Background: an optimization exercise with open tools, aiming at small area. Do not read the settings as production practice. At most, simulation tests tie the RTL to the original design; equivalence was not proved. The RTL of run 1 was laid out without a check of its function. Power and IR drop assume default switching activity. No driver is modelled on the clock port, so clocking that relies on it looks cheaper here than on a real chip.

--- flow/flow/run.sh ---
#!/bin/bash
# Own layout flow: the standard layout, except that
#  * synthesis is the standard synthesis script with ABC's area-oriented
#    mapping script (flow/area.abc) in place of the speed script; all the
#    Yosys passes before ABC (and so the registers) are unchanged;
#  * port buffers are the smallest buffer (buf_1);
#  * CTS uses larger sink clusters and no dummy loads.
# Each tool's output goes to a log file in the work folder.
set -euo pipefail
W=$(pwd)

# Synthesis script: synth_recipe.tcl, sourcing a copy of ORFS's synth.tcl
# whose ABC call uses flow/area.abc.
sed "s#source \$::env(SCRIPTS_DIR)/synth_preamble.tcl#source \$::env(SCRIPTS_DIR)/synth_preamble.tcl\nset abc_args [lreplace \$abc_args 1 1 $W/flow/area.abc]#" \
  "$FLOW_HOME/scripts/synth.tcl" > "$W/own_synth.tcl"
grep -q "flow/area.abc" "$W/own_synth.tcl"
sed "s#\$::env(SCRIPTS_DIR)/synth.tcl#$W/own_synth.tcl#" "$W/synth_recipe.tcl" > "$W/own_synth_recipe.tcl"
grep -q "own_synth.tcl" "$W/own_synth_recipe.tcl"

make -C "$FLOW_HOME" DESIGN_CONFIG="$W/config.mk" WORK_HOME="$W/orfs" CLKGATE_MAP_FILE= \
  SYNTH_SCRIPT="$W/own_synth_recipe.tcl" synth > "$W/synth.log" 2>&1

CTS="-sink_clustering_enable -repair_clock_nets -sink_clustering_size 32 -sink_clustering_max_diameter 100 -buf_list sky130_fd_sc_hd__clkbuf_16 -dont_use_dummy_load"
bash "$W/standard.sh" "BUFFER_PORTS_ARGS=-buffer_cell sky130_fd_sc_hd__buf_1" "CTS_ARGS=$CTS" finish > "$W/layout.log" 2>&1
--- flow/flow/area.abc ---
&get -n
&st
&dch -f
&nf -a -R 1000
&st
&syn2
&dch -f
&nf -a -R 1000
&put
topo
--- flow/standard.sh ---
#!/bin/bash
# synth_recipe.tcl (not shown) runs the flow's synth.tcl, then flattens the netlist and writes it again
# the make line also repeats each setting of config.mk as NAME=value (left out here)
make -C /OpenROAD-flow-scripts/flow DESIGN_CONFIG=/design/flow/config.mk WORK_HOME=/design/flow/orfs CLKGATE_MAP_FILE= SYNTH_SCRIPT=/design/flow/synth_recipe.tcl "${@:-finish}"
--- flow/config.mk ---
export PLATFORM = sky130hd
export DESIGN_NAME = axis_adxl_responder
export DESIGN_NICKNAME = axis_adxl_responder
export VERILOG_FILES = /design/flow/design.v
export SDC_FILE = /design/flow/constraint.sdc
export NUM_CORES = 4
export LEC_CHECK = 0
export CAP_MARGIN = 20
export CELL_PAD_IN_SITES_DETAIL_PLACEMENT = 1
export CELL_PAD_IN_SITES_GLOBAL_PLACEMENT = 1
export CORE_MARGIN = 2
export CORE_UTILIZATION = 55
export GPL_ROUTABILITY_DRIVEN = 1
export PLACE_DENSITY = 0.65
export SLEW_MARGIN = 20
export SYNTH_HIERARCHICAL = 1
--- flow/constraint.sdc ---
create_clock -name core_clock -period 12.0 [get_ports {clk}]
set_input_delay 2.4000 -clock core_clock [delete_from_list [all_inputs] [get_ports {clk}]]
set_output_delay 2.4000 -clock core_clock [all_outputs]
set_load 0.01 [all_outputs]
--- flow/design.v ---
module axis_adxl_responder #(
  parameter logic [6:0] DEV_ADDR  = 7'h53,
  parameter logic [7:0] DEVID_VAL = 8'hE5
) (
  input  logic        clk,
  input  logic        reset,
  input  logic [31:0] s_axis_tdata,
  input  logic [3:0]  s_axis_tkeep,
  input  logic [7:0]  s_axis_tdest,
  input  logic        s_axis_tvalid,
  input  logic        s_axis_tlast,
  output logic        s_axis_tready,
  output logic [31:0] m_axis_tdata,
  output logic [3:0]  m_axis_tkeep,
  output logic [7:0]  m_axis_tdest,
  output logic        m_axis_tvalid,
  output logic        m_axis_tlast,
  input  logic        m_axis_tready,
  output logic [7:0]  power_ctl
);
  logic [15:0][3:0][7:0] regs_q;
  logic [5:0]  ptr_q;
  logic        resp_q;     
  logic        busy_q;     
  logic        wr_q;       
  logic        pend_q;     
  logic        first_q;    
  logic [7:0]  left_q;     
  logic        idle, hdr_acc, match, is_rd, wr_acc;
  logic [7:0]  n_eff;
  assign s_axis_tready = !reset && !resp_q;
  assign m_axis_tvalid = resp_q;
  assign m_axis_tdest  = {DEV_ADDR, 1'b1};
  assign power_ctl     = regs_q[4'hB][1];
  assign idle    = !resp_q && !busy_q;
  assign hdr_acc = idle && s_axis_tvalid;
  assign match   = (s_axis_tdest[7:1] == DEV_ADDR);
  assign is_rd   = match && s_axis_tdest[0];
  assign wr_acc  = busy_q && wr_q && s_axis_tvalid;
  assign n_eff   = (s_axis_tdata[7:0] == 8'h00) ? 8'd1 : s_axis_tdata[7:0];
  logic [3:0]      lane_wr;     
  logic [3:0][1:0] lane_o;      
  logic [2:0]      n_wr;        
  logic [5:0]      ld_byte;     
  logic [5:0]      base;
  logic            any_keep;
  always_comb begin
    logic [2:0] cnt;
    logic       got;
    cnt      = '0;
    got      = !first_q;
    ld_byte  = '0;
    lane_wr  = '0;
    lane_o   = '0;
    for (int i = 0; i < 4; i++) begin
      if (s_axis_tkeep[i]) begin
        if (!got) begin
          ld_byte = s_axis_tdata[i*8 +: 6];
          got     = 1'b1;
        end else begin
          lane_wr[i] = 1'b1;
          lane_o[i]  = cnt[1:0];
          cnt        = cnt + 3'd1;
        end
      end
    end
    n_wr     = cnt;
    any_keep = |s_axis_tkeep;
  end
  assign base = (first_q && !resp_q) ? ld_byte : ptr_q;
  logic [3:0][3:0] bank_sel;    
  logic [3:0]      bank_we;
  logic [3:0]      bank_nx;
  logic [3:0][7:0] bank_d;
  always_comb begin
    for (int b = 0; b < 4; b++) begin
      logic [1:0] rel;
      rel        = 2'(b) - base[1:0];
      bank_nx[b] = (2'(b) < base[1:0]);
      for (int i = 0; i < 4; i++) bank_sel[b][i] = lane_wr[i] && (lane_o[i] == rel);
      bank_we[b] = wr_acc && (|bank_sel[b]);
      bank_d[b]  = '0;
      for (int i = 0; i < 4; i++) begin
        if (bank_sel[b][i] && !reset) bank_d[b] = bank_d[b] | s_axis_tdata[i*8 +: 8];
      end
    end
  end
  logic [15:0] row_hit;
  logic [3:0]  we_here, we_next;
  always_comb begin
    for (int r = 0; r < 16; r++) row_hit[r] = (base[5:2] == 4'(r));
    for (int b = 0; b < 4; b++) begin
      we_here[b] = bank_we[b] && !bank_nx[b];
      we_next[b] = bank_we[b] && bank_nx[b];
    end
  end
  for (genvar r = 0; r < 16; r++) begin : g_row
    for (genvar b = 0; b < 4; b++) begin : g_bank
      if (r == 0 && b == 0) begin : g_devid
        assign regs_q[r][b] = DEVID_VAL;
      end else begin : g_reg
        logic [7:0] q;
        logic       wr, hold;
        assign wr   = (we_here[b] && row_hit[r]) || (we_next[b] && row_hit[(r + 15) % 16]);
        assign hold = !(wr || reset);
        adxl_byte_reg #(.RV((r == 11 && b == 0) ? 8'h0A : 8'h00)) u_byte (
          .clk(clk), .reset(reset), .hold(hold), .wr(wr), .d(bank_d[b]), .q(q)
        );
        assign regs_q[r][b] = q;
      end
    end
  end
  logic       resp_acc;
  logic [2:0] ptr_inc;
  assign resp_acc = resp_q && m_axis_tready;
  assign ptr_inc  = resp_q ? (m_axis_tlast ? left_q[2:0] : 3'd4) : n_wr;
  always_ff @(posedge clk) begin
    if (reset) begin
      resp_q <= 1'b0;
      busy_q <= 1'b0;
      ptr_q  <= '0;
    end else begin
      if (hdr_acc) begin
        if (!s_axis_tlast) busy_q <= 1'b1;
        if (is_rd && s_axis_tlast) resp_q <= 1'b1;
      end
      if (busy_q && s_axis_tvalid && s_axis_tlast) begin
        busy_q <= 1'b0;
        if (!wr_q && pend_q) resp_q <= 1'b1;
      end
      if (resp_acc || (wr_acc && (!first_q || any_keep))) ptr_q <= base + {3'b0, ptr_inc};
      if (resp_acc && m_axis_tlast) resp_q <= 1'b0;
    end
  end
  always_ff @(posedge clk) begin
    if (hdr_acc) begin
      wr_q    <= match && !s_axis_tdest[0];
      pend_q  <= is_rd;
      first_q <= 1'b1;
      left_q  <= n_eff;
    end
    if (wr_acc && any_keep) first_q <= 1'b0;
    if (resp_acc) left_q[7:2] <= left_q[7:2] - 6'd1;
  end
  logic [5:0] cur;
  assign cur = ptr_q;
  assign m_axis_tlast = (left_q[7:3] == 5'd0) && !(left_q[2] && (left_q[1:0] != 2'd0));
  assign m_axis_tkeep = {|left_q[7:2],
                         (|left_q[7:2]) || (&left_q[1:0]),
                         |left_q[7:1],
                         1'b1};
  logic [15:0]     cur_row;
  logic [3:0][7:0] bank_q;
  always_comb begin
    for (int r = 0; r < 16; r++) cur_row[r] = (cur[5:2] == 4'(r));
    for (int b = 0; b < 4; b++) begin
      bank_q[b] = '0;
      for (int r = 0; r < 16; r++) begin
        if ((2'(b) < cur[1:0]) ? cur_row[(r + 15) % 16] : cur_row[r])
          bank_q[b] = bank_q[b] | regs_q[r][b];
      end
    end
    for (int i = 0; i < 4; i++) begin
      m_axis_tdata[i*8 +: 8] = m_axis_tkeep[i] ? bank_q[2'(i) + cur[1:0]] : 8'h00;
    end
  end
endmodule
module adxl_byte_reg #(
  parameter logic [7:0] RV = 8'h00
) (
  input  logic       clk,
  input  logic       reset,
  input  logic       hold,
  input  logic       wr,
  input  logic [7:0] d,
  output logic [7:0] q
);
  always_ff @(posedge clk) q <= (q & {8{hold}}) | (d & {8{wr}}) | (RV & {8{reset}});
endmodule
==> results.ini, run 1 <==
[placement]
hpwlAfterDp_mm = 58.6
io_buffer_count = 94
gp_congestion = 0.973
place_area_um2 = 22200

[route]
highest_layer = met5
antenna_left = 0
drc = 0
drtIter0Drc = 2480
wl_met3_mm = 8.71
wl_met1_mm = 32.3
route.vias.total = 20197
drt-total-wl_mm = 83.1
met2_wirelength_mm = 37.6
wire_per_inst_um = 30.7
viasPerCell = 7.47
dr.pass1.iters = 8

[clocking]
tritoncts = done
cts-root-buf = clkbuf_16
clkSlewWorstSetupHoldPaths_ns = 0.12
clock_latency_ns = 0.58
cts_hold_buffers = 0
postCtsSetupRepairBufs = 0
clock-sinks = 523
cts_resized = 0
cts_max_path_buffers = 3
h-tree-depth = 1
cts_buffers = 20

[setup_path]
start_kind = input pin
worstPathRequired_ns = 12.47
critPathKind = input pin to register
reg2regPathDepth = 16
worstPathArrival_ns = 8.79
end_kind = register
rrSetupSlack_ns = 5.50
r2r_start = first_q
worst-path-max-fanout = 15
r2r_end = g_row[11].g_bank[0].g_reg.u_byte.q[1]

[cells_and_area]
drive_gt1_frac = 0.0224
final_util = 0.603
layout.nets = 2262
final_area_um2 = 22700
n_fill_cell = 4213
area_delta_synth_final_pct = 7.84

[timing]
fin_crit_sh = 0.693
max_slew.worst_pin.slew_ns = 1.18
slew_viol_final = 0
clock_skew_ns = 0.0469
timing.fmax_mhz = 120
min_period_ns = 8.32
final_hold_viol_count = 0
rsz0062_at_grt = false
fin_tns_setup_ns = 0
max_slew_margin = 0.211
setup_viol_count_final = 0

[global_routing]
grt_usage = 0.409
grt_pass1_wl_mm = 123
antenna_found_initial = 2
grt.overflow.total = 0
grt_pass1_vias = 19495
grt_max_degree = 55

[logic_synthesis]
syn_area_per_cell_um2 = 10.2
synth-simple-area-share = 0.113
synth-adder-area-share = 0.0120
synth_seq_cells = 523
ys_async_sr_fraction = 0
synth_compound_area_frac = 0.353
yosysTopAreaCell = dfxtp_1
synth_top_family_by_area = compound AO/OA/AOI/OAI gates
yosysTopAreaCellShare = 0.487
yosysSeqAreaShare = 0.502
synthXorXnorAreaFrac = 0.00624
ys_top_cells_by_area = dfxtp_1, a22o_1, a222oi_1
synth_ff_type = dfxtp_1
ys_warn_count = 9
netlist_instances = 2056
muxShareOfSynthArea = 0.00802
yosysUniqueCellTypes = 48
netlist_area_um2 = 21100
synth_edf_count = 10

[outcome]
outcome = finished clean

[floorplanning]
initial_core_util = 0.559
dieArea_um2 = 39900
core_area_um2 = 37700
die_w_um = 200
rows = 71
ios = 104
dieHeight_um = 200

[pwr]
power_density_nw_per_um2 = 131
power.leakage_nw = 8.30
ir_drop_mv = 0.117

[run]
drv_cap = 0

[worst_hold_path]
hold_class = register to register
min-delay-start = g_row[3].g_bank[1].g_reg.u_byte.q[4]
hold_path_depth = 1
min_to = g_row[3].g_bank[1].g_reg.u_byte.q[4]

## report_power, final
group / switching [mW] / internal [mW]
Clock: 0.534 / 0.304
Combinational: 0.302 / 0.0727
Sequential: 0.00635 / 1.75
Total: 0.843 / 2.12
## final cells by class
cell class / count / area (µm²) / area share
Tap cell: 511 / 639 / 0.0281
Inverter: 14 / 52.6 / 0.00231
Multi-Input combinational cell: 1516 / 10400 / 0.458
Timing Repair Buffer: 119 / 544 / 0.0240
Sequential cell: 523 / 10600 / 0.465
Clock buffer: 20 / 500 / 0.0220
Antenna cell: 1 / 2.50 / 0.000110
## kinds of logic after synthesis
family	after synthesis
compound gates	894
simple gates	563
flops	523
buf+inv	24
fa+ha+maj	19
mux	16
xor+xnor	15
other cells	2
## routing by layer
metal / vias up / global-route usage
met3: 258 / 0.0898
met4: 4 / 0.202
met1: 10101 / 0.529
li1: 8616 / -
met2: 1218 / 0.649
met5: - / 0
## metrics by stage
step                cells  hold slack [ns]  setup WS (ns)  power (mW)
floorplan            2063            0.448           4.84        1.99
global placement     2683            0.460           3.62        2.14
detailed placement   2683            0.467           3.36        2.15
CTS                  2703            0.492           3.89        2.94
global route         2703            0.508           3.25        3.03
finish               2704            0.491           3.68        2.97
## layout by cell type, fill, tap and decap left out, types with 10 or more instances in the layout
| cell type | synthesis | final |
|---|---|---|
| nand4_1 | 24 | 24 |
| o22ai_1 | 54 | 54 |
| ha_1 | 17 | 17 |
| and2_0 | 15 | 15 |
| nand2b_1 | 12 | 12 |
| dfxtp_1 | 513 | 512 |
| nor3_1 | 15 | 14 |
| a22oi_1 | 45 | 45 |
| clkinv_1 | 14 | 14 |
| buf_1 | 1 | 93 |
| edfxtp_1 | 10 | 10 |
| clkbuf_16 | 0 | 20 |
| xnor2_1 | 12 | 12 |
| a221oi_1 | 30 | 30 |
| buf_4 | 9 | 25 |
| o21ai_0 | 33 | 30 |
| a21oi_1 | 57 | 56 |
| nand2_1 | 213 | 213 |
| nand3_1 | 38 | 38 |
| a222oi_1 | 120 | 120 |
| nor2_1 | 220 | 220 |
| a22o_1 | 526 | 526 |
## Yosys cell counts, drive strengths merged (3+ instances only)
library cell and instances:
a211oi 9, a21oi 57, a221oi 30, a222oi 120
a22o 526, a22oi 45, a31oi 3, a41oi 5
and2 15, and3 3, buf 10, clkinv 14
dfxtp 513, edfxtp 10, ha 17, mux2 7
mux2i 9, nand2 213, nand2b 12, nand3 38
nand4 24, nor2 220, nor2b 9, nor3 15
o21ai 33, o22ai 54, or2 3, or3 4
xnor2 12, xor2 3
## how the worst max path moves through the flow
stage	startpoint	end	slack, ns	cells after the start
5_1_grt	s_axis_tkeep[0]	g_row[11].g_bank[0].g_reg.u_byte.q[1]	3.25	18
6_report	s_axis_tkeep[0]	g_row[11].g_bank[0].g_reg.u_byte.q[1]	3.68	18
3_5_place_dp	s_axis_tkeep[0]	g_row[11].g_bank[0].g_reg.u_byte.q[3]	3.36	18
2_1_floorplan	s_axis_tkeep[0]	g_row[11].g_bank[0].g_reg.u_byte.q[1]	4.84	17
3_3_place_gp	s_axis_tkeep[0]	g_row[11].g_bank[0].g_reg.u_byte.q[1]	3.62	18
4_1_cts	s_axis_tkeep[0]	g_row[11].g_bank[0].g_reg.u_byte.q[1]	3.89	18
## worst max-delay path: stages
cell      delay (ns)
buf_1           0.14
clkinv_1        0.17
ha_1            0.28
and2_0          0.28
nor3_1          0.51
nand2_1         0.11
a32oi_1         0.23
a21oi_1         0.06
a21oi_1         0.80
clkinv_1        0.38
ha_1            0.46
xnor2_1         0.17
or3_1           0.38
a41oi_1         0.34
nand2_1         0.40
o22ai_1         0.87
nor2_1          0.40
a221o_1         0.39
## flip-flops by register name, indices dropped and copies added, names as in the netlist
| signal | flops |
|---|---|
| g_row.g_bank.g_reg.u_byte.q | 504 |
| left_q | 8 |
| ptr_q | 6 |
| busy_q | 1 |
| first_q | 1 |
| pend_q | 1 |
| resp_q | 1 |
| wr_q | 1 |
==> inputs of run 2 (changes only) <==
--- a/flow/design.v
+++ b/flow/design.v
@@ -103,9 +103,15 @@
         logic       wr, hold;
         assign wr   = (we_here[b] && row_hit[r]) || (we_next[b] && row_hit[(r + 15) % 16]);
         assign hold = !(wr || reset);
-        adxl_byte_reg #(.RV((r == 11 && b == 0) ? 8'h0A : 8'h00)) u_byte (
-          .clk(clk), .reset(reset), .hold(hold), .wr(wr), .d(bank_d[b]), .q(q)
-        );
+        if (r == 11 && b == 0) begin : g_2c
+          adxl_byte_reg_0a u_byte (
+            .clk(clk), .reset(reset), .hold(hold), .wr(wr), .d(bank_d[b]), .q(q)
+          );
+        end else begin : g_00
+          adxl_byte_reg u_byte (
+            .clk(clk), .hold(hold), .wr(wr), .d(bank_d[b]), .q(q)
+          );
+        end
         assign regs_q[r][b] = q;
       end
     end
@@ -161,13 +167,22 @@
       end
     end
     for (int i = 0; i < 4; i++) begin
-      m_axis_tdata[i*8 +: 8] = m_axis_tkeep[i] ? bank_q[2'(i) + cur[1:0]] : 8'h00;
+      logic [1:0] src;
+      src = 2'(i) + cur[1:0];
+      m_axis_tdata[i*8 +: 8] = m_axis_tkeep[i] ? bank_q[src] : 8'h00;
     end
   end
 endmodule
-module adxl_byte_reg #(
-  parameter logic [7:0] RV = 8'h00
-) (
+module adxl_byte_reg (
+  input  logic       clk,
+  input  logic       hold,
+  input  logic       wr,
+  input  logic [7:0] d,
+  output logic [7:0] q
+);
+  always_ff @(posedge clk) q <= (q & {8{hold}}) | (d & {8{wr}});
+endmodule
+module adxl_byte_reg_0a (
   input  logic       clk,
   input  logic       reset,
   input  logic       hold,
@@ -175,5 +190,5 @@
   input  logic [7:0] d,
   output logic [7:0] q
 );
-  always_ff @(posedge clk) q <= (q & {8{hold}}) | (d & {8{wr}}) | (RV & {8{reset}});
+  always_ff @(posedge clk) q <= (q & {8{hold}}) | (d & {8{wr}}) | (8'h0A & {8{reset}});
 endmodule
--- a/flow/flow/run.sh
+++ b/flow/flow/run.sh
@@ -20,5 +20,5 @@
 make -C "$FLOW_HOME" DESIGN_CONFIG="$W/config.mk" WORK_HOME="$W/orfs" CLKGATE_MAP_FILE= \
   SYNTH_SCRIPT="$W/own_synth_recipe.tcl" synth > "$W/synth.log" 2>&1
 
-CTS="-sink_clustering_enable -repair_clock_nets -sink_clustering_size 32 -sink_clustering_max_diameter 100 -buf_list sky130_fd_sc_hd__clkbuf_16 -dont_use_dummy_load"
+CTS="-sink_clustering_enable -repair_clock_nets -sink_clustering_size 16 -sink_clustering_max_diameter 60 -buf_list sky130_fd_sc_hd__clkbuf_8 -dont_use_dummy_load"
 bash "$W/standard.sh" "BUFFER_PORTS_ARGS=-buffer_cell sky130_fd_sc_hd__buf_1" "CTS_ARGS=$CTS" finish > "$W/layout.log" 2>&1
--- a/flow/config.mk
+++ b/flow/config.mk
@@ -5,12 +5,12 @@
 export SDC_FILE = /design/flow/constraint.sdc
 export NUM_CORES = 4
 export LEC_CHECK = 0
-export CAP_MARGIN = 20
+export CAP_MARGIN = 5
 export CELL_PAD_IN_SITES_DETAIL_PLACEMENT = 1
 export CELL_PAD_IN_SITES_GLOBAL_PLACEMENT = 1
 export CORE_MARGIN = 2
 export CORE_UTILIZATION = 55
 export GPL_ROUTABILITY_DRIVEN = 1
 export PLACE_DENSITY = 0.65
-export SLEW_MARGIN = 20
+export SLEW_MARGIN = 5
 export SYNTH_HIERARCHICAL = 1
==> run 2 against run 1 <==
Global-route usage up 0.37 points. Critical endpoint is now m_axis_tdata[26]. Utilization down 0.50 points. Total power up 1.4%. Via count up 0.68%. Largest cell class is now multi-input gates. Critical path type is now register to primary output. Non-clock buffer count down 2.
==> results.ini, run 2 <==
[floorplanning]
rows = 72  ; +1.4%
dieArea_um2 = 40300  ; +1.1%
initial_core_util = 0.554  ; -0.00569
ios = 104  ; unchanged
core_area_um2 = 38500  ; +2.1%
dieHeight_um = 201  ; +0.53%
die_w_um = 201  ; +0.53%

[clocking]
cts_resized = 0  ; unchanged
h-tree-depth = 2  ; +1
postCtsSetupRepairBufs = 0  ; unchanged
cts-root-buf = clkbuf_8
clkSlewWorstSetupHoldPaths_ns = 0.10  ; -0.02 ns
cts_hold_buffers = 0  ; unchanged
tritoncts = done
cts_buffers = 41  ; +110%
clock_latency_ns = 0.67  ; +0.09 ns
clock-sinks = 523  ; unchanged
cts_max_path_buffers = 3  ; unchanged

[logic_synthesis]
yosysUniqueCellTypes = 51  ; +6.3%
ys_top_cells_by_area = dfxtp_1, a22o_1, a22oi_1
ys_async_sr_fraction = 0  ; unchanged
synth.top_cells.by_count = a22o_1, dfxtp_1, nor2_1
ys_warn_count = 9  ; unchanged
yosysTopAreaCell = dfxtp_1
yosysSeqAreaShare = 0.496  ; -0.00539
synth_ff_type = dfxtp_1
yosysMostFrequentCell = a22o_1
netlist_area_um2 = 21300  ; +1.1%
netlist_instances = 2050  ; -0.29%
synth_seq_cells = 523  ; unchanged
yosysTopAreaCellShare = 0.482  ; -0.00524
syn_area_per_cell_um2 = 10.4  ; +1.4%
synth_edf_count = 10  ; unchanged

[timing]
worst_slack_ns = 4.34  ; +0.652 ns
hold_ws_ns = 0.490  ; -0.000732 ns
slew_viol_final = 0  ; unchanged
clock_skew_ns = 0.0715  ; +0.0246 ns
max_slew_margin = 0.216  ; +0.00480
max_slew.worst_pin.slew_ns = 1.17  ; -0.0162 ns
min_period_ns = 7.66  ; -0.652 ns
rsz0062_at_grt = false
setup_viol_count_final = 0  ; unchanged
fin_crit_sh = 0.639  ; -0.0543
fin_tns_setup_ns = 0  ; unchanged
final_hold_viol_count = 0  ; unchanged
timing.fmax_mhz = 130  ; +8.5%

[route]
route.vias.total = 20335  ; +0.68%
drtIter0Drc = 2273  ; -8.3%
dr.pass1.iters = 8  ; unchanged
wire_per_inst_um = 31.3  ; +1.7%
viasPerCell = 7.45  ; -0.24%
drt-total-wl_mm = 85.3  ; +2.7%
antenna_left = 0  ; unchanged
drc = 0  ; unchanged

[pwr]
swShare = 0.291  ; +0.00672
power.net_switching_uw = 875  ; +3.8%
ir_drop_mv = 0.0984  ; -16%
clock_power_share = 0.287  ; +0.004
p_int_mw = 2.13  ; +0.49%
power.leakage_nw = 8.45  ; +1.8%
power_density_nw_per_um2 = 131  ; +0.16%
power_frac_seq = 0.582  ; -0.009
combPwrFrac = 0.130  ; +0.004

[setup_path]
worstPathRequired_ns = 9.60  ; -2.87 ns
reg2regPathDepth = 16  ; unchanged
crit_path_start = ptr_q[5]
r2r_start = first_q
worstPathArrival_ns = 5.26  ; -3.53 ns
critPathKind = register to primary output
r2r_end = g_row[1].g_bank[0].g_reg.g_00.u_byte.q[5]
start_kind = register
rrSetupSlack_ns = 6.43  ; +0.93 ns
cp-endpoint = m_axis_tdata[26]
worst-path-max-fanout = 17  ; +2
end_kind = primary output

[cells_and_area]
layout.nets = 2277  ; +0.66%
largestRegisters = g_row.g_bank.g_reg.g_00.u_byte.q (496), g_row.g_bank.g_reg.g_2c.u_byte.q (8), left_q (8)
largest_register_ffs = 496  ; -1.6%
drive_gt1_frac = 0.0295  ; +0.00712
final_util = 0.598  ; -0.00504
final_common_cell = a22o_1
layout_common_cells = a22o_1, dfxtp_1, nor2_1
top_register = g_row.g_bank.g_reg.g_00.u_byte.q
area_delta_synth_final_pct = 8.04

[global_routing]
grt_max_degree = 52  ; -5.5%
grt_pass1_vias = 20204  ; +3.6%
antenna_found_initial = 11  ; +9
grt_usage = 0.413  ; +0.00372
grt.overflow.total = 0  ; unchanged
grt_pass1_wl_mm = 128  ; +3.6%

[outcome]
outcome = finished clean

[placement]
gp_congestion = 1.01  ; +3.9%
hpwlAfterDp_mm = 59.3  ; +1.2%
dp_slack_ns = 4.18  ; +0.823 ns
io_buffer_count = 94  ; unchanged

[run]
drv_cap = 0  ; unchanged

[worst_hold_path]
hold_class = register to register

[run 2: changes by cell type after synthesis, moves of 7 or more]
| cell | delta |
|---|---|
| o22ai_1 | -7 |
| nor2_1 | -17 |
| a22o_1 | +10 |
| a22oi_1 | +62 |
| mux2i_1 | +23 |
| a222oi_1 | -66 |
| nand2_1 | -66 |
| nor3_1 | +9 |
| a221oi_1 | +33 |
| a221o_1 | +10 |
[run 2: worst min-delay path by stage]
| stage | slack [ns] | cells past startpoint | to | start |
|---|---|---|---|---|
| floorplan | 0.45 | 1 | g_row[15].g_bank[0].g_reg.g_00.u_byte.q[5] | g_row[15].g_bank[0].g_reg.g_00.u_byte.q[5] |
| global placement | 0.46 | 1 | g_row[11].g_bank[3].g_reg.g_00.u_byte.q[5] | g_row[11].g_bank[3].g_reg.g_00.u_byte.q[5] |
| detailed placement | 0.46 | 1 | g_row[13].g_bank[1].g_reg.g_00.u_byte.q[5] | g_row[13].g_bank[1].g_reg.g_00.u_byte.q[5] |
| CTS | 0.49 | 1 | g_row[8].g_bank[2].g_reg.g_00.u_byte.q[5] | g_row[8].g_bank[2].g_reg.g_00.u_byte.q[5] |
| global route | 0.50 | 1 | g_row[8].g_bank[2].g_reg.g_00.u_byte.q[5] | g_row[8].g_bank[2].g_reg.g_00.u_byte.q[5] |
| finish | 0.49 | 1 | g_row[6].g_bank[2].g_reg.g_00.u_byte.q[5] | g_row[6].g_bank[2].g_reg.g_00.u_byte.q[5] |
[run 2: logic make-up after synthesis]
group / after synthesis / share of synthesized area
XOR/XNOR: 17 / 0.00699
adder cells (fa/ha/maj): 21 / 0.0130
other: 2 / 0.000353
flip-flops: 523 / 0.496
AO/OA/AOI/OAI: 949 / 0.365
multiplexers: 33 / 0.0156
AND/OR/NAND/NOR: 478 / 0.0964
buffers and inverters: 27 / 0.00634
[run 2: final cells by class]
class,count,area (µm²)
diodes,6,15.0
inverters,17,63.8
clock buffers,41,564
multi-input cells,1507,10600
flip-flops and latches,523,10600
well taps,518,648
repair buffers,117,529
fillers,4259,15500
[run 2: modules after synthesis, one instance, submodules excluded]
module / cell area (µm²) / cells inside / flip-flops and latches
adxl_byte_reg: 230 / 16 / 8
adxl_byte_reg_0a: 233 / 16 / 8
axis_adxl_responder: 6790 / 1042 / 19
[run 2: stage by stage]
stage	power, mW	std cells	cell area (µm²)
global placement	2.16	2682	22400
floorplan	2.00	2057	21300
CTS	2.99	2723	23000
global route	3.09	2724	23000
detailed placement	2.17	2682	22400
finish	3.01	2729	23000
[run 2: critical path, stage by stage, from the launching register on]
cell	delay, ns
dfxtp_1	0.89
nand2b_1	0.82
nor3_1	0.36
a22oi_1	0.29
nand2_1	0.08
a221oi_1	0.45
nand3_1	0.16
a211oi_1	0.83
mux2i_1	0.21
o21ai_0	0.24
a21oi_1	0.09
buf_1	0.17
[run 2: per-layer routing]
metal	global-route usage	up-vias	share of wire
met2	0.642	1068	0.45
met4	0.260	14	0.067
met5	0	-	0.00088
li1	-	8669	-
met1	0.525	10281	0.39
met3	0.0891	303	0.093
[run 2: power by group through the flow]
stage | Sequential (mW) | Clock, mW | Combinational [mW]
after floorplan | 1.79 | 0 | 0.206
after global placement | 1.79 | 0 | 0.369
after detailed placement | 1.79 | 0 | 0.375
after CTS | 1.75 | 0.867 | 0.376
after global routing | 1.75 | 0.930 | 0.407
final | 1.75 | 0.865 | 0.392
==> inputs of run 3 (changes only) <==
--- a/flow/config.mk
+++ b/flow/config.mk
@@ -5,12 +5,13 @@
 export SDC_FILE = /design/flow/constraint.sdc
 export NUM_CORES = 4
 export LEC_CHECK = 0
-export CAP_MARGIN = 5
+export CAP_MARGIN = 20
 export CELL_PAD_IN_SITES_DETAIL_PLACEMENT = 1
 export CELL_PAD_IN_SITES_GLOBAL_PLACEMENT = 1
 export CORE_MARGIN = 2
 export CORE_UTILIZATION = 55
 export GPL_ROUTABILITY_DRIVEN = 1
+export GPL_TIMING_DRIVEN = 0
 export PLACE_DENSITY = 0.65
-export SLEW_MARGIN = 5
+export SLEW_MARGIN = 20
 export SYNTH_HIERARCHICAL = 1
==> run 3 against run 2 <==
Critical path type unchanged. Highest routed layer unchanged. Largest power group unchanged. Largest cell class unchanged. Sequential power about the same. Maximum frequency decreased by 10%. Register-to-register slack got worse by 0.80 ns.
==> results.ini, run 3 <==
[cells_and_area]
largestRegisters = g_row.g_bank.g_reg.g_00.u_byte.q (496), g_row.g_bank.g_reg.g_2c.u_byte.q (8), left_q (8)
layout.nets = 2270  ; -0.31%
drive_gt1_frac = 0.0328  ; +0.00328
n_fill_cell = 4284  ; +0.59%
layout_common_cells = a22o_1, dfxtp_1, nor2_1
final_common_cell = a22o_1
largest_register_ffs = 496  ; unchanged
top_register = g_row.g_bank.g_reg.g_00.u_byte.q
area_delta_synth_final_pct = 8.35

[clocking]
clock-sinks = 523  ; unchanged
cts_buffers = 42  ; +2.4%
cts_resized = 0  ; unchanged
tritoncts = done
h-tree-depth = 2  ; unchanged
cts_max_path_buffers = 3  ; unchanged
clock_latency_ns = 0.65  ; -0.02 ns
cts-root-buf = clkbuf_8
postCtsSetupRepairBufs = 0  ; unchanged
cts_hold_buffers = 0  ; unchanged
clkSlewWorstSetupHoldPaths_ns = 0.09  ; about the same

[logic_synthesis]
synth.top_cells.by_count = a22o_1, dfxtp_1, nor2_1
yosysTopAreaCell = dfxtp_1
syn_area_per_cell_um2 = 10.4  ; unchanged
yosysUniqueCellTypes = 51  ; unchanged
netlist_area_um2 = 21300  ; unchanged
netlist_instances = 2050  ; unchanged
ys_top_cells_by_area = dfxtp_1, a22o_1, a22oi_1
ys_async_sr_fraction = 0  ; unchanged
yosysTopAreaCellShare = 0.482  ; unchanged
yosysMostFrequentCell = a22o_1
ys_warn_count = 9  ; unchanged
yosysSeqAreaShare = 0.496  ; unchanged
synth_ff_type = dfxtp_1
synth_edf_count = 10  ; unchanged
synth_seq_cells = 523  ; unchanged

[setup_path]
path_common_cell = nor2_1
cpMaxStageDelayCell = dfxtp_1
worstPathArrival_ns = 6.14  ; +0.88 ns
end_kind = primary output
worstPathRequired_ns = 9.60  ; about the same
critPathKind = register to primary output
worst-path-max-fanout = 22  ; +5
path_cells = clkinv_1 > ha_1 > nor2_1 > a21oi_1 > nor2_1 > a222oi_1 > and4_1 > nand3_1 > mux2i_1 > a211oi_1 > buf_1
start_kind = register
cpPeakStageDelay_ns = 0.95  ; +0.06 ns

[floorplanning]
ios = 104  ; unchanged
dieHeight_um = 201  ; unchanged
dieArea_um2 = 40300  ; unchanged
rows = 72  ; unchanged
initial_core_util = 0.554  ; unchanged
die_w_um = 201  ; unchanged
core_area_um2 = 38500  ; unchanged

[timing]
worst_slack_ns = 3.46  ; -0.875 ns
setup_viol_count_final = 0  ; unchanged
clock_skew_ns = 0.0669  ; -0.00456 ns
max_slew.worst_pin.slew_ns = 1.21  ; +0.0429 ns
fin_tns_setup_ns = 0  ; unchanged
final_hold_viol_count = 0  ; unchanged
fin_crit_sh = 0.712  ; +0.0729
slew_viol_final = 0  ; unchanged
hold_ws_ns = 0.488  ; -0.00181 ns
timing.fmax_mhz = 117  ; -10%
rsz0062_at_grt = false
max_slew_margin = 0.193  ; -0.0226
min_period_ns = 8.54  ; +0.875 ns

[placement]
hpwlAfterDp_mm = 58.9  ; -0.67%
dp_slack_ns = 3.62  ; -0.559 ns
io_buffer_count = 94  ; unchanged
gp_congestion = 0.973  ; -3.7%

[pwr]
power_frac_seq = 0.581  ; about the same
clock_power_share = 0.292  ; +0.005
power.leakage_nw = 8.44  ; -0.14%
power.net_switching_uw = 881  ; +0.70%
combPwrFrac = 0.128  ; -0.002
ir_drop_mv = 0.0905  ; -8.0%
p_int_mw = 2.14  ; +0.41%
swShare = 0.291  ; +0.000590
power_density_nw_per_um2 = 131  ; +0.20%

[global_routing]
antenna_found_initial = 4  ; -7
grt_pass1_vias = 20336  ; +0.65%
grt_pass1_wl_mm = 127  ; -0.42%
grt.overflow.total = 0  ; unchanged
grt_usage = 0.409  ; -0.00382
grt_max_degree = 33  ; -37%

[route]
drtIter0Drc = 2253  ; -0.88%
viasPerCell = 7.46  ; about the same
drt-total-wl_mm = 84.4  ; -1.1%
route.vias.total = 20275  ; -0.30%
antenna_left = 0  ; unchanged
dr.pass1.iters = 8  ; unchanged
drc = 0  ; unchanged
wire_per_inst_um = 31.0  ; -0.73%

[outcome]
outcome = finished clean

[run]
drv_cap = 0  ; unchanged

[worst_hold_path]
hold_class = register to register

-- run 3: cell counts after synthesis --
No cell type changed its count.
-- run 3: through the flow --
stage	std cells	area, µm²	utilization	total power [mW]
2_1_floorplan	2057	21300	-	2.00
3_3_place_gp	2669	22300	0.580	2.15
3_5_place_dp	2674	22400	0.583	2.16
4_1_cts	2716	23000	0.598	3.01
5_1_grt	2717	23100	0.600	3.10
6_report	2719	23100	0.600	3.02
-- run 3: final timing paths --
kind,startpoint,endpoint,slack [ns],cells after the start
setup / recovery,ptr_q[1],m_axis_tdata[20],3.46,11
hold / removal,g_row[14].g_bank[2].g_reg.g_00.u_byte.q[3],g_row[14].g_bank[2].g_reg.g_00.u_byte.q[3],0.49,1
setup reg to reg,first_q,g_row[1].g_bank[0].g_reg.g_00.u_byte.q[5],5.63,15
hold reg to reg,g_row[14].g_bank[2].g_reg.g_00.u_byte.q[3],g_row[14].g_bank[2].g_reg.g_00.u_byte.q[3],0.49,1
-- run 3: kinds of logic (layout without fill, tap and decap cells) --
family / after synthesis / after routing / share of synthesized area
XOR/XNOR: 17 / 17 / 0.00699
AND/OR/NAND/NOR: 478 / 478 / 0.0964
adder cells (fa/ha/maj): 21 / 21 / 0.0130
AO/OA/AOI/OAI: 949 / 949 / 0.365
multiplexers: 33 / 33 / 0.0156
buffers and inverters: 27 / 168 / 0.00634
flip-flops: 523 / 523 / 0.496
other: 2 / 12 / 0.000353
-- run 3: power groups by stage --
| stage | Combinational (mW) | Clock (mW) | Sequential [mW] |
|---|---|---|---|
| 2_1_floorplan | 0.206 | 0 | 1.79 |
| 3_3_place_gp | 0.358 | 0 | 1.79 |
| 3_5_place_dp | 0.370 | 0 | 1.80 |
| 4_1_cts | 0.371 | 0.881 | 1.75 |
| 5_1_grt | 0.403 | 0.945 | 1.76 |
| 6_report | 0.386 | 0.882 | 1.76 |
-- run 3: routing by layer --
layer | share of wire | global-route usage | wire, µm
met1 | 0.39 | 0.512 | 32800
met2 | 0.46 | 0.647 | 38500
met3 | 0.088 | 0.0846 | 7450
met4 | 0.067 | 0.260 | 5680
met5 | 0.00030 | 0 | 25
-- run 3: modules after synthesis (local to each module, per instance) --
module / flip-flops and latches / copies in the design / cells
axis_adxl_responder: 19 / 1 / 1042
adxl_byte_reg: 8 / 62 / 16
adxl_byte_reg_0a: 8 / 1 / 16
-- run 3: worst max-delay path, delay by kind of cell (launching register included) --
kind                       cells  cell delay (ns)
and+or+nand+nor                4             1.51
buffers and inverters          2             1.12
adders and majority gates      1             0.56
AOI/OAI and AO/OA              3             1.14
muxes                          1             0.19
DFF                            1             0.95
-- run 3: area by class of cell --
type | count | area [µm²] | area share
Inverter | 17 | 63.8 | 0.00277
Multi-Input combinational cell | 1507 | 10700 | 0.463
Timing Repair Buffer | 99 | 439 | 0.0190
Clock buffer | 42 | 578 | 0.0251
Buffer | 10 | 71.3 | 0.00309
Sequential cell | 523 | 10600 | 0.458
Tap cell | 518 | 648 | 0.0281
Antenna cell | 3 | 7.51 | 0.000325
==> inputs of run 4 (changes only) <==
--- a/flow/config.mk
+++ b/flow/config.mk
@@ -11,7 +11,6 @@
 export CORE_MARGIN = 2
 export CORE_UTILIZATION = 55
 export GPL_ROUTABILITY_DRIVEN = 1
-export GPL_TIMING_DRIVEN = 0
 export PLACE_DENSITY = 0.65
 export SLEW_MARGIN = 20
 export SYNTH_HIERARCHICAL = 1
==> run 4 against run 3 <==
Flip-flop and latch count stayed put. Largest cell class unchanged. Still clean on timing, DRC and antenna. Largest power group unchanged. Non-clock buffer count is 8 higher. Hold slack better by 0.0027 ns. Critical path type unchanged.
==> results.ini, run 4 <==
[timing]
final_hold_viol_count = 0  ; unchanged
rsz0062_at_grt = false
fin_tns_setup_ns = 0  ; unchanged
fin_crit_sh = 0.647  ; -0.0643
timing.fmax_mhz = 129  ; +9.9%
setup_viol_count_final = 0  ; unchanged
min_period_ns = 7.77  ; -0.772 ns
hold_ws_ns = 0.491  ; +0.00272 ns
slew_viol_final = 0  ; unchanged
clock_skew_ns = 0.0723  ; +0.00532 ns
max_slew.worst_pin.slew_ns = 1.11  ; -0.0970 ns
max_slew_margin = 0.252  ; +0.0590

[setup_path]
worstPathArrival_ns = 5.37  ; -0.77 ns
crit_buf_inv = 1  ; -1
path_cells = nand2b_1 > nor3_1 > a22oi_1 > nand2_1 > a221oi_1 > nand3_1 > a211oi_1 > mux2i_1 > o21ai_0 > a21oi_1 > buf_1
cpMaxStageDelayCell = dfxtp_1
start_kind = register
critPathTopFamily = compound AO/OA/AOI/OAI gates
worstPathRequired_ns = 9.60  ; about the same
worst-path-max-fanout = 17  ; -23%
cpPeakStageDelay_ns = 0.90  ; -0.05 ns
critPathKind = register to primary output
end_kind = primary output

[clocking]
cts_max_path_buffers = 3  ; unchanged
clock_latency_ns = 0.67  ; +0.02 ns
cts_buffers = 41  ; -2.4%
clkSlewWorstSetupHoldPaths_ns = 0.11  ; +0.02 ns
postCtsSetupRepairBufs = 0  ; unchanged
cts-root-buf = clkbuf_8
clock-sinks = 523  ; unchanged
tritoncts = done
h-tree-depth = 2  ; unchanged
cts_resized = 0  ; unchanged
cts_hold_buffers = 0  ; unchanged

[pwr]
power_density_nw_per_um2 = 131  ; -0.17%
power.leakage_nw = 8.45  ; +0.15%
ir_drop_mv = 0.0988  ; +9.1%

[logic_synthesis]
netlist_instances = 2050  ; unchanged
ys_top_cells_by_area = dfxtp_1, a22o_1, a22oi_1
synth_edf_count = 10  ; unchanged
yosysTopAreaCell = dfxtp_1
synth_seq_cells = 523  ; unchanged
ys_async_sr_fraction = 0  ; unchanged
yosysSeqAreaShare = 0.496  ; unchanged
synth.top_cells.by_count = a22o_1, dfxtp_1, nor2_1
ys_warn_count = 9  ; unchanged
yosysUniqueCellTypes = 51  ; unchanged
yosysTopAreaCellShare = 0.482  ; unchanged
yosysMostFrequentCell = a22o_1
synth_ff_type = dfxtp_1
syn_area_per_cell_um2 = 10.4  ; unchanged
netlist_area_um2 = 21300  ; unchanged

[cells_and_area]
top_register = g_row.g_bank.g_reg.g_00.u_byte.q
drive_gt1_frac = 0.0299  ; -0.00283
area_delta_synth_final_pct = 8.06
final_common_cell = a22o_1
largestRegisters = g_row.g_bank.g_reg.g_00.u_byte.q (496), g_row.g_bank.g_reg.g_2c.u_byte.q (8), left_q (8)
n_fill_cell = 4258  ; -0.61%
largest_register_ffs = 496  ; unchanged
layout_common_cells = a22o_1, dfxtp_1, nor2_1
layout.nets = 2277  ; +0.31%

[floorplanning]
ios = 104  ; unchanged
rows = 72  ; unchanged
dieArea_um2 = 40300  ; unchanged
core_area_um2 = 38500  ; unchanged
die_w_um = 201  ; unchanged
initial_core_util = 0.554  ; unchanged
dieHeight_um = 201  ; unchanged

[placement]
gp_congestion = 1.01  ; +3.9%
io_buffer_count = 94  ; unchanged
hpwlAfterDp_mm = 59.3  ; +0.67%

[route]
drc = 0  ; unchanged
drt-total-wl_mm = 85.3  ; +1.1%
drtIter0Drc = 2450  ; +8.7%
dr.pass1.iters = 9  ; +1
wire_per_inst_um = 31.3  ; +0.73%
viasPerCell = 7.46  ; about the same
route.vias.total = 20351  ; +0.37%
antenna_left = 0  ; unchanged

[global_routing]
grt_usage = 0.413  ; +0.00382
grt_pass1_wl_mm = 128  ; +0.42%
antenna_found_initial = 11  ; +7
grt_pass1_vias = 20204  ; -0.65%
grt.overflow.total = 0  ; unchanged
grt_max_degree = 52  ; +58%

[outcome]
outcome = finished clean

[worst_hold_path]
hold_class = register to register

[run]
drv_cap = 0  ; unchanged

-- run 4: cell count changes in the layout (fill, tap and decap cells not counted), moves of 3 or more --
cell	delta
buf_4	+14
diode_2	+3
o32ai_2	-3
o32ai_1	+3
nor3_2	-6
buf_2	-3
nor3_1	+6
-- run 4: stage by stage --
stage	worst slack [ns]	power, mW	area (µm²)	utilization	instances
final	4.23	3.01	23000	0.598	2729
after global routing	4.17	3.09	23000	0.598	2724
after CTS	4.39	2.99	23000	0.598	2723
after detailed placement	4.18	2.17	22400	0.583	2682
after global placement	4.44	2.16	22400	0.583	2682
after floorplan	5.32	2.00	21300	-	2057
-- run 4: routing by layer --
layer  wire (µm)  part of all wire  vias up  GRT usage
met3        8110             0.095      323     0.0891
met2       37700              0.44     1129      0.642
met1       33600              0.39    10214      0.525
met4        5820             0.068       12      0.260
met5          68           0.00080        -          0
li1            -                 -     8673          -
-- run 4: layout make-up --
type                       instances  area (µm²)  share of cell area
multi-input combinational       1507       10600               0.462
inverter                          17        63.8             0.00277
timing repair buffer             117         529              0.0230
clock buffer                      41         564              0.0245
sequential                       523       10600               0.459
tap                              518         648              0.0282
antenna                            6        15.0            0.000652
-- run 4: kinds of logic (layout without fill, tap and decap cells) --
kind of cell | after synthesis | in the layout | share of synthesized area
and+or+nand+nor | 478 | 478 | 0.0964
adders and majority gates | 21 | 21 | 0.0130
other | 2 | 15 | 0.000353
AOI/OAI and AO/OA | 949 | 949 | 0.365
buffers and inverters | 27 | 175 | 0.00634
xor gates and xnor gates | 17 | 17 | 0.00699
muxes | 33 | 33 | 0.0156
DFF | 523 | 523 | 0.496
-- run 4: power breakdown --
part | leakage [nW] | internal [mW] | switching (mW)
clock network | 0.295 | 0.307 | 0.559
registers | 4.23 | 1.75 | 0.00622
logic | 3.93 | 0.0810 | 0.311
-- run 4: Yosys stat by module, one instance, submodules excluded --
module,cells inside,copies in the design
adxl_byte_reg,16,62
adxl_byte_reg_0a,16,1
axis_adxl_responder,1042,1
-- run 4: final timing paths --
path                                                            startpoint                                    endpoint  slack [ns]  cells past startpoint
worst max-delay path                                              ptr_q[5]                            m_axis_tdata[26]        4.23                     11
worst min-delay path            g_row[14].g_bank[0].g_reg.g_00.u_byte.q[1]  g_row[14].g_bank[0].g_reg.g_00.u_byte.q[1]        0.49                      1
worst max register to register                                     first_q   g_row[1].g_bank[0].g_reg.g_00.u_byte.q[5]        6.41                     16
worst min register to register  g_row[14].g_bank[0].g_reg.g_00.u_byte.q[1]  g_row[14].g_bank[0].g_reg.g_00.u_byte.q[1]        0.49                      1
-- run 4: worst register-to-register path, cell delays in order (launching register included) --
cell      delay, ns
dfxtp_1        0.45
ha_1           0.30
nand3_1        0.23
nor2_1         0.71
nor3_1         0.11
a211o_1        0.29
o21ai_0        0.07
buf_4          0.20
ha_1           0.32
xor2_1         0.22
nand4_1        0.16
o21a_1         0.17
a31oi_1        0.37
nand2b_1       0.52
o22ai_1        0.77
nor2_1         0.33
a22o_1         0.32
==> inputs of run 5 (changes only) <==
==> flow/flow/area.abc (replaced) <==
&get -n
&st
&deepsyn -T 30
&dch -f
&nf -a -R 1000
&put
topo
==> run 5 against run 4 <==
Still clean on timing, DRC and antenna. Final area up 0.69%. Sequential share of layout area fell by 0.31 points. Maximum frequency increased by 0.47%. Setup slack gained 0.037 ns. Area after synthesis shrank 0.42%. Wire length increased by 8.8%. Clock-buffer cell count grew 1. Register-to-register slack got worse by 0.34 ns. Critical path depth is 1 lower. Synthesized cell count shrank 0.44%. Via count up 4.2%. Non-clock buffer count up 30. Critical path type unchanged.
==> results.ini, run 5 <==
[outcome]
outcome = finished clean

[logic_synthesis]
ys_top_cells_by_area = dfxtp_1, a22o_1, a222oi_1
synth.top_cells.by_count = a22o_1, dfxtp_1, nand2_1
synth_seq_cells = 523  ; unchanged
ys_warn_count = 9  ; unchanged
synth_ff_type = dfxtp_1
yosysMostFrequentCell = a22o_1
netlist_instances = 2041  ; -0.44%
yosysSeqAreaShare = 0.498  ; +0.00211
syn_area_per_cell_um2 = 10.4  ; about the same
ys_async_sr_fraction = 0  ; unchanged
synth_edf_count = 10  ; unchanged
yosysUniqueCellTypes = 47  ; -7.8%
netlist_area_um2 = 21200  ; -0.42%
yosysTopAreaCellShare = 0.484  ; +0.00205
yosysTopAreaCell = dfxtp_1

[route]
antenna_left = 0  ; unchanged
drt-total-wl_mm = 92.8  ; +8.8%
wire_per_inst_um = 33.9  ; +8.4%
drc = 0  ; unchanged
dr.pass1.iters = 11  ; +2
drtIter0Drc = 3158  ; +29%
route.vias.total = 21211  ; +4.2%
viasPerCell = 7.74  ; +3.8%

[clocking]
cts_max_path_buffers = 3  ; unchanged
tritoncts = done
cts_buffers = 42  ; +2.4%
clock-sinks = 523  ; unchanged
cts_hold_buffers = 0  ; unchanged
cts-root-buf = clkbuf_8
h-tree-depth = 2  ; unchanged
clkSlewWorstSetupHoldPaths_ns = 0.06  ; -0.05 ns
postCtsSetupRepairBufs = 0  ; unchanged
clock_latency_ns = 0.67  ; about the same
cts_resized = 0  ; unchanged

[timing]
fin_tns_setup_ns = 0  ; unchanged
max_slew_margin = 0.188  ; -0.0643
min_period_ns = 7.73  ; -0.0365 ns
timing.fmax_mhz = 129  ; +0.47%
setup_viol_count_final = 0  ; unchanged
max_slew.worst_pin.slew_ns = 1.21  ; +0.0949 ns
worst_slack_ns = 4.27  ; +0.0365 ns
fin_crit_sh = 0.644  ; -0.00304
rsz0062_at_grt = false
final_hold_viol_count = 0  ; unchanged
clock_skew_ns = 0.0583  ; -0.0140 ns
slew_viol_final = 0  ; unchanged

[floorplanning]
rows = 71  ; -1.4%
ios = 104  ; unchanged
core_area_um2 = 37800  ; -1.6%
dieHeight_um = 200  ; -0.21%
initial_core_util = 0.560  ; +0.00674
dieArea_um2 = 40100  ; -0.41%
die_w_um = 200  ; -0.21%

[worst_hold_path]
hold_class = register to register

[setup_path]
cp-endpoint = m_axis_tdata[5]
worstPathArrival_ns = 5.33  ; -0.04 ns
r2r_end = g_row[11].g_bank[2].g_reg.g_00.u_byte.q[6]
rrSetupSlack_ns = 6.07  ; -0.34 ns
start_kind = register
worstPathRequired_ns = 9.60  ; about the same
reg2regPathDepth = 16  ; unchanged
end_kind = primary output
r2r_start = first_q
worst-path-max-fanout = 32  ; +15
critPathKind = register to primary output
crit_path_start = ptr_q[0]

[global_routing]
grt.overflow.total = 0  ; unchanged
grt_usage = 0.450  ; +0.0365
grt_pass1_vias = 21177  ; +4.8%
grt_pass1_wl_mm = 137  ; +7.5%
grt_max_degree = 47  ; -9.6%
antenna_found_initial = 0  ; -11

[cells_and_area]
drive_gt1_frac = 0.0467  ; +0.0168
final_common_cell = a22o_1
layout_common_cells = a22o_1, dfxtp_1, nand2_1
area_delta_synth_final_pct = 9.27
largest_register_ffs = 496  ; unchanged
layout.nets = 2299  ; +0.97%
top_register = g_row.g_bank.g_reg.g_00.u_byte.q
largestRegisters = g_row.g_bank.g_reg.g_00.u_byte.q (496), g_row.g_bank.g_reg.g_2c.u_byte.q (8), left_q (8)
final_cells = 2739  ; +0.37%

[pwr]
p_int_mw = 2.11  ; -0.91%
ir_drop_mv = 0.105  ; +6.1%
power.net_switching_uw = 832  ; -5.1%
swShare = 0.283  ; -0.00874
combPwrFrac = 0.105  ; -0.025
clock_power_share = 0.301  ; +0.013
power.leakage_nw = 8.59  ; +1.7%
power_density_nw_per_um2 = 127  ; -2.8%
power_frac_seq = 0.594  ; +0.012
power_mw = 2.95  ; -2.1%

[placement]
io_buffer_count = 94  ; unchanged
hpwlAfterDp_mm = 65.4  ; +10%
gp_congestion = 1.02  ; +1.1%
dp_slack_ns = 4.04  ; -0.138 ns
numPlacedInstances = 2696  ; +0.52%

[run]
drv_cap = 0  ; unchanged

-- run 5: layout make-up --
cell class / count / area [µm²]
antenna: 1 / 2.50
clock buffer: 42 / 578
fill: 4144 / 14700
inverter: 22 / 82.6
multi-input combinational: 1493 / 10500
sequential: 523 / 10600
tap: 511 / 639
timing repair buffer: 147 / 754
-- run 5: critical path: stages (launching register included) --
cell      delay (ns)
dfxtp_1         0.33
clkinv_1        0.63
ha_1            0.85
a21oi_1         0.84
nand2_1         0.12
a221oi_1        0.41
nand4_1         0.14
a211oi_1        0.63
mux2i_1         0.24
mux2_1          0.36
buf_1           0.13
-- run 5: how the worst min path moves through the flow --
stage | start | slack [ns] | endpoint | cells after the start
final | g_row[8].g_bank[1].g_reg.g_00.u_byte.q[4] | 0.48 | g_row[8].g_bank[1].g_reg.g_00.u_byte.q[4] | 1
after global routing | g_row[13].g_bank[3].g_reg.g_00.u_byte.q[0] | 0.50 | g_row[13].g_bank[3].g_reg.g_00.u_byte.q[0] | 1
after CTS | g_row[13].g_bank[3].g_reg.g_00.u_byte.q[0] | 0.49 | g_row[13].g_bank[3].g_reg.g_00.u_byte.q[0] | 1
after detailed placement | g_row[5].g_bank[1].g_reg.g_00.u_byte.q[5] | 0.47 | g_row[5].g_bank[1].g_reg.g_00.u_byte.q[5] | 1
after global placement | g_row[1].g_bank[0].g_reg.g_00.u_byte.q[5] | 0.46 | g_row[1].g_bank[0].g_reg.g_00.u_byte.q[5] | 1
after floorplan | g_row[0].g_bank[1].g_reg.g_00.u_byte.q[5] | 0.45 | g_row[0].g_bank[1].g_reg.g_00.u_byte.q[5] | 1
-- run 5: cells by family after synthesis --
| group | synth area share |
|---|---|
| compound gates | 0.363 |
| xor+xnor | 0.00454 |
| fa+ha+maj | 0.0131 |
| buf+inv | 0.00726 |
| flops | 0.498 |
| mux | 0.0108 |
| other cells | 0.000354 |
| simple gates | 0.103 |
-- run 5: modules after synthesis (local to each module, per instance) --
module	flip-flops and latches	cell area [µm²]	cells
adxl_byte_reg_0a	8	233	16
adxl_byte_reg	8	230	16
axis_adxl_responder	19	6700	1033
-- run 5: per-stage QoR --
stage,cell area [µm²],hold WS [ns],util
2_1_floorplan,21200,0.448,-
3_3_place_gp,22600,0.462,0.597
3_5_place_dp,22600,0.468,0.597
4_1_cts,23200,0.487,0.612
5_1_grt,23200,0.503,0.612
6_report,23200,0.484,0.612
-- run 5: routing by layer --
| metal | routed length, µm | up-vias | GRT usage |
|---|---|---|---|
| met1 | 33500 | 10480 | 0.552 |
| li1 | - | 8761 | - |
| met5 | 0 | - | 0 |
| met3 | 11600 | 394 | 0.122 |
| met2 | 41400 | 1576 | 0.708 |
| met4 | 6250 | 0 | 0.269 |
-- run 5: power groups by stage --
stage	clock network [mW]	registers (mW)	logic, mW
final	0.888	1.75	0.309
after detailed placement	0	1.79	0.291
after CTS	0.876	1.75	0.292
after global routing	0.943	1.75	0.318
after global placement	0	1.79	0.286
after floorplan	0	1.79	0.157
==> inputs of run 6 (changes only) <==
--- a/flow/flow/run.sh
+++ b/flow/flow/run.sh
@@ -20,5 +20,5 @@
 make -C "$FLOW_HOME" DESIGN_CONFIG="$W/config.mk" WORK_HOME="$W/orfs" CLKGATE_MAP_FILE= \
   SYNTH_SCRIPT="$W/own_synth_recipe.tcl" synth > "$W/synth.log" 2>&1
 
-CTS="-sink_clustering_enable -repair_clock_nets -sink_clustering_size 16 -sink_clustering_max_diameter 60 -buf_list sky130_fd_sc_hd__clkbuf_8 -dont_use_dummy_load"
+CTS="-sink_clustering_enable -repair_clock_nets -sink_clustering_size 20 -sink_clustering_max_diameter 55 -buf_list sky130_fd_sc_hd__clkbuf_8 -dont_use_dummy_load"
 bash "$W/standard.sh" "BUFFER_PORTS_ARGS=-buffer_cell sky130_fd_sc_hd__buf_1" "CTS_ARGS=$CTS" finish > "$W/layout.log" 2>&1
==> flow/flow/area.abc (replaced) <==
&get -n
&st
&dch -f
&nf -a -R 1000
&st
&syn2
&dch -f
&nf -a -R 1000
&put
topo
==> run 6 against run 5 <==
Still clean on timing, DRC and antenna. Clock-buffer cell count is 2 lower. Sequential share of layout area is 0.33 points higher. First-iteration DRC count is 22% lower. Critical path depth is 1 higher. Die area is 0.41% higher. Critical path type unchanged. Highest routed layer is now met5.
==> results.ini, run 6 <==
[worst_hold_path]
min-delay-start = g_row[0].g_bank[1].g_reg.g_00.u_byte.q[5]
min_to = g_row[0].g_bank[1].g_reg.g_00.u_byte.q[5]
hold_path_depth = 1  ; unchanged
hold_class = register to register

[clocking]
cts_buffers = 40  ; -4.8%
cts_max_path_buffers = 3  ; unchanged
tritoncts = done
clkSlewWorstSetupHoldPaths_ns = 0.07  ; about the same
h-tree-depth = 2  ; unchanged
cts-root-buf = clkbuf_8
postCtsSetupRepairBufs = 0  ; unchanged
cts_resized = 0  ; unchanged
clock_latency_ns = 0.67  ; about the same
cts_hold_buffers = 0  ; unchanged
clock-sinks = 523  ; unchanged

[run]
drv_cap = 0  ; unchanged

[logic_synthesis]
yosysTopAreaCellShare = 0.482  ; -0.00205
muxShareOfSynthArea = 0.0156  ; +0.00477
ys_top_cells_by_area = dfxtp_1, a22o_1, a22oi_1
synth-simple-area-share = 0.0964  ; -0.00637
synth_top_family_by_area = compound AO/OA/AOI/OAI gates
yosysTopAreaCell = dfxtp_1
ys_async_sr_fraction = 0  ; unchanged
yosysSeqAreaShare = 0.496  ; -0.00211
synth.top_cells.by_count = a22o_1, dfxtp_1, nor2_1
netlist_instances = 2050  ; +0.44%
synth_compound_area_frac = 0.365  ; +0.00223
netlist_area_um2 = 21300  ; +0.42%
synth-adder-area-share = 0.0130  ; -0.0000554
synthXorXnorAreaFrac = 0.00699  ; +0.00245
synth_ff_type = dfxtp_1
synth_edf_count = 10  ; unchanged
synth_seq_cells = 523  ; unchanged
ys_warn_count = 9  ; unchanged
syn_area_per_cell_um2 = 10.4  ; about the same
yosysMostFrequentCell = a22o_1
yosysUniqueCellTypes = 51  ; +8.5%

[timing]
final_hold_viol_count = 0  ; unchanged
timing.fmax_mhz = 129  ; -0.38%
clock_skew_ns = 0.0702  ; +0.0119 ns
max_slew_margin = 0.226  ; +0.0389
worst_slack_ns = 4.24  ; -0.0292 ns
fin_tns_setup_ns = 0  ; unchanged
fin_crit_sh = 0.647  ; +0.00244
slew_viol_final = 0  ; unchanged
max_slew.worst_pin.slew_ns = 1.15  ; -0.0571 ns
min_period_ns = 7.76  ; +0.0292 ns
setup_viol_count_final = 0  ; unchanged
rsz0062_at_grt = false

[placement]
hpwlAfterDp_mm = 59.3  ; -9.3%
dp_slack_ns = 4.18  ; +0.138 ns
gp_congestion = 1.01  ; -1.0%
io_buffer_count = 94  ; unchanged

[pwr]
power_density_nw_per_um2 = 130  ; +2.6%
ir_drop_mv = 0.111  ; +6.0%
power.leakage_nw = 8.44  ; -1.8%

[setup_path]
worst-path-max-fanout = 17  ; -47%
r2r_end = g_row[11].g_bank[0].g_reg.g_2c.u_byte.q[1]
critPathKind = register to primary output
end_kind = primary output
rrSetupSlack_ns = 6.43  ; +0.36 ns
cpPeakStageDelay_ns = 0.87  ; +0.02 ns
critPathTopFamily = compound AO/OA/AOI/OAI gates
crit_buf_inv = 1  ; -1
worstPathArrival_ns = 5.36  ; +0.03 ns
worstPathRequired_ns = 9.60  ; about the same
start_kind = register
reg2regPathDepth = 16  ; unchanged
path_cells = nand2b_1 > nor3_1 > a22oi_1 > nand2_1 > a221oi_1 > nand3_1 > a211oi_1 > mux2i_1 > o21ai_0 > a21oi_1 > buf_1
cpMaxStageDelayCell = dfxtp_1
r2r_start = first_q

[floorplanning]
dieArea_um2 = 40300  ; +0.41%
initial_core_util = 0.554  ; -0.00674
core_area_um2 = 38500  ; +1.6%
die_w_um = 201  ; +0.21%
rows = 72  ; +1.4%
dieHeight_um = 201  ; +0.21%
ios = 104  ; unchanged

[route]
drtIter0Drc = 2462  ; -22%
route.vias.total = 20244  ; -4.6%
drc = 0  ; unchanged
dr.pass1.iters = 9  ; -2
wire_per_inst_um = 31.2  ; -7.8%
drt-total-wl_mm = 85.3  ; -8.1%
viasPerCell = 7.42  ; -4.2%
antenna_left = 0  ; unchanged

[cells_and_area]
area_delta_synth_final_pct = 8.02
largestRegisters = g_row.g_bank.g_reg.g_00.u_byte.q (496), g_row.g_bank.g_reg.g_2c.u_byte.q (8), left_q (8)
drive_gt1_frac = 0.0295  ; -0.0172
top_register = g_row.g_bank.g_reg.g_00.u_byte.q
final_common_cell = a22o_1
largest_register_ffs = 496  ; unchanged
final_util = 0.598  ; -0.0143
layout.nets = 2276  ; -1.0%
layout_common_cells = a22o_1, dfxtp_1, nor2_1

[global_routing]
grt.overflow.total = 0  ; unchanged
grt_pass1_vias = 20144  ; -4.9%
antenna_found_initial = 11  ; +11
grt_usage = 0.412  ; -0.0376
grt_pass1_wl_mm = 127  ; -7.4%
grt_max_degree = 52  ; +11%

[outcome]
outcome = finished clean

[run 6: cell types whose count changed in the layout (fill, tap and decap cells not counted), sizes merged, moves of 13 or more]
cell | previous run | this run
a222oi | 127 | 54
a22oi | 48 | 107
nand2 | 195 | 147
a221oi | 27 | 63
buf | 146 | 116
nor2 | 175 | 203
a22o | 553 | 536
mux2i | 15 | 32
nand3 | 51 | 38
[run 6: cells by family (layout without fill, tap and decap cells)]
kind of cell    after synthesis  in the layout
compound gates              949            949
xor+xnor                     17             17
fa+ha+maj                    21             21
buf+inv                      27            174
flops                       523            523
mux                          33             33
other cells                   2             17
simple gates                478            478
[run 6: where the power goes]
part	switching, mW	internal, mW	total (mW)	leakage [nW]
Clock	0.555	0.300	0.856	0.288
Combinational	0.312	0.0811	0.393	3.93
Sequential	0.00611	1.75	1.75	4.23
Total	0.874	2.13	3.00	8.44
[run 6: worst reg2reg max path, stage by stage, from the launching register on]
cell     delay [ns]
dfxtp_1        0.44
ha_1           0.29
nand3_1        0.24
nor2_1         0.72
nor3_1         0.11
a211o_1        0.29
o21ai_0        0.07
buf_4          0.20
ha_1           0.32
xor2_1         0.22
nand4_1        0.16
o21a_1         0.16
a31oi_1        0.37
nand2_1        0.50
o22ai_1        0.75
nor2_1         0.31
a221o_1        0.39
[run 6: how the worst max path moves through the flow]
stage,startpoint,endpoint,cells after the start
6_report,ptr_q[5],m_axis_tdata[26],11
5_1_grt,ptr_q[0],m_axis_tdata[18],13
3_5_place_dp,s_axis_tkeep[0],g_row[1].g_bank[0].g_reg.g_00.u_byte.q[5],19
2_1_floorplan,s_axis_tkeep[0],g_row[0].g_bank[2].g_reg.g_00.u_byte.q[5],16
4_1_cts,ptr_q[0],m_axis_tdata[26],13
3_3_place_gp,s_axis_tkeep[0],g_row[2].g_bank[0].g_reg.g_00.u_byte.q[5],19
[run 6: layout make-up]
cell class	instances	area, µm²
Inverter	17	63.8
Tap cell	518	648
Fill cell	4256	15500
Sequential cell	523	10600
Clock buffer	40	551
Antenna cell	8	20.0
Timing Repair Buffer	117	529
Multi-Input combinational cell	1507	10600
[run 6: metal layers]
metal  up-vias  GRT usage  share of wire
met5         -          0        0.00050
met4         8      0.259          0.067
met3       323     0.0961          0.095
met2      1082      0.635           0.45
met1     10154      0.523           0.39
li1       8677          -              -
[run 6: metrics by stage]
| stage | hold slack [ns] | area (µm²) | total power, mW | instances |
|---|---|---|---|---|
| after global placement | 0.462 | 22400 | 2.16 | 2682 |
| after floorplan | 0.448 | 21300 | 2.00 | 2057 |
| after detailed placement | 0.465 | 22400 | 2.17 | 2682 |
| final | 0.488 | 23000 | 3.00 | 2730 |
| after CTS | 0.490 | 23000 | 2.99 | 2722 |
| after global routing | 0.502 | 23000 | 3.08 | 2723 |
[run 6: Yosys stat by module, one instance, submodules excluded]
module               area [µm²]  cells inside  copies in the design
axis_adxl_responder        6790          1042                     1
adxl_byte_reg_0a            233            16                     1
adxl_byte_reg               230            16                    62

## what the ideal ports hide
In the flow no input, the clock included, has a driving cell. The finished layouts below were timed again as built, in two steps.
Step 1 sets driving cells, clkbuf_16 on the clock port and buf_2 on the other inputs (assumed; they add their load-dependent delay and slew).
Step 2 also shifts input and output timing later by t, the mid clock arrival at the registers, as if the neighbouring blocks saw the same clock.
a / b / c = ideal / step 1 / step 2; a / b = the first two.
run	shift t [ns]	slack for setup (ns)	worst hold slack (ns)
run 1	0.620	3.685 / 3.707 / 3.087	0.491 / 0.491 / 0.491
run 2	0.687	4.336 / 4.280 / 4.010	0.490 / 0.490 / 0.490
run 3	0.681	3.461 / 3.408 / 3.282	0.488 / 0.488 / 0.488
run 4	0.687	4.233 / 4.177 / 4.009	0.491 / 0.491 / 0.491
run 5	0.702	4.270 / 4.213 / 3.834	0.484 / 0.484 / 0.484
run 6	0.693	4.240 / 4.184 / 4.019	0.488 / 0.488 / 0.488
After both steps setup and hold are still met in every run listed. For run 1, which loses most, drivers alone change the setup slack by +0.022 ns; drivers and shift together by -0.598 ns.
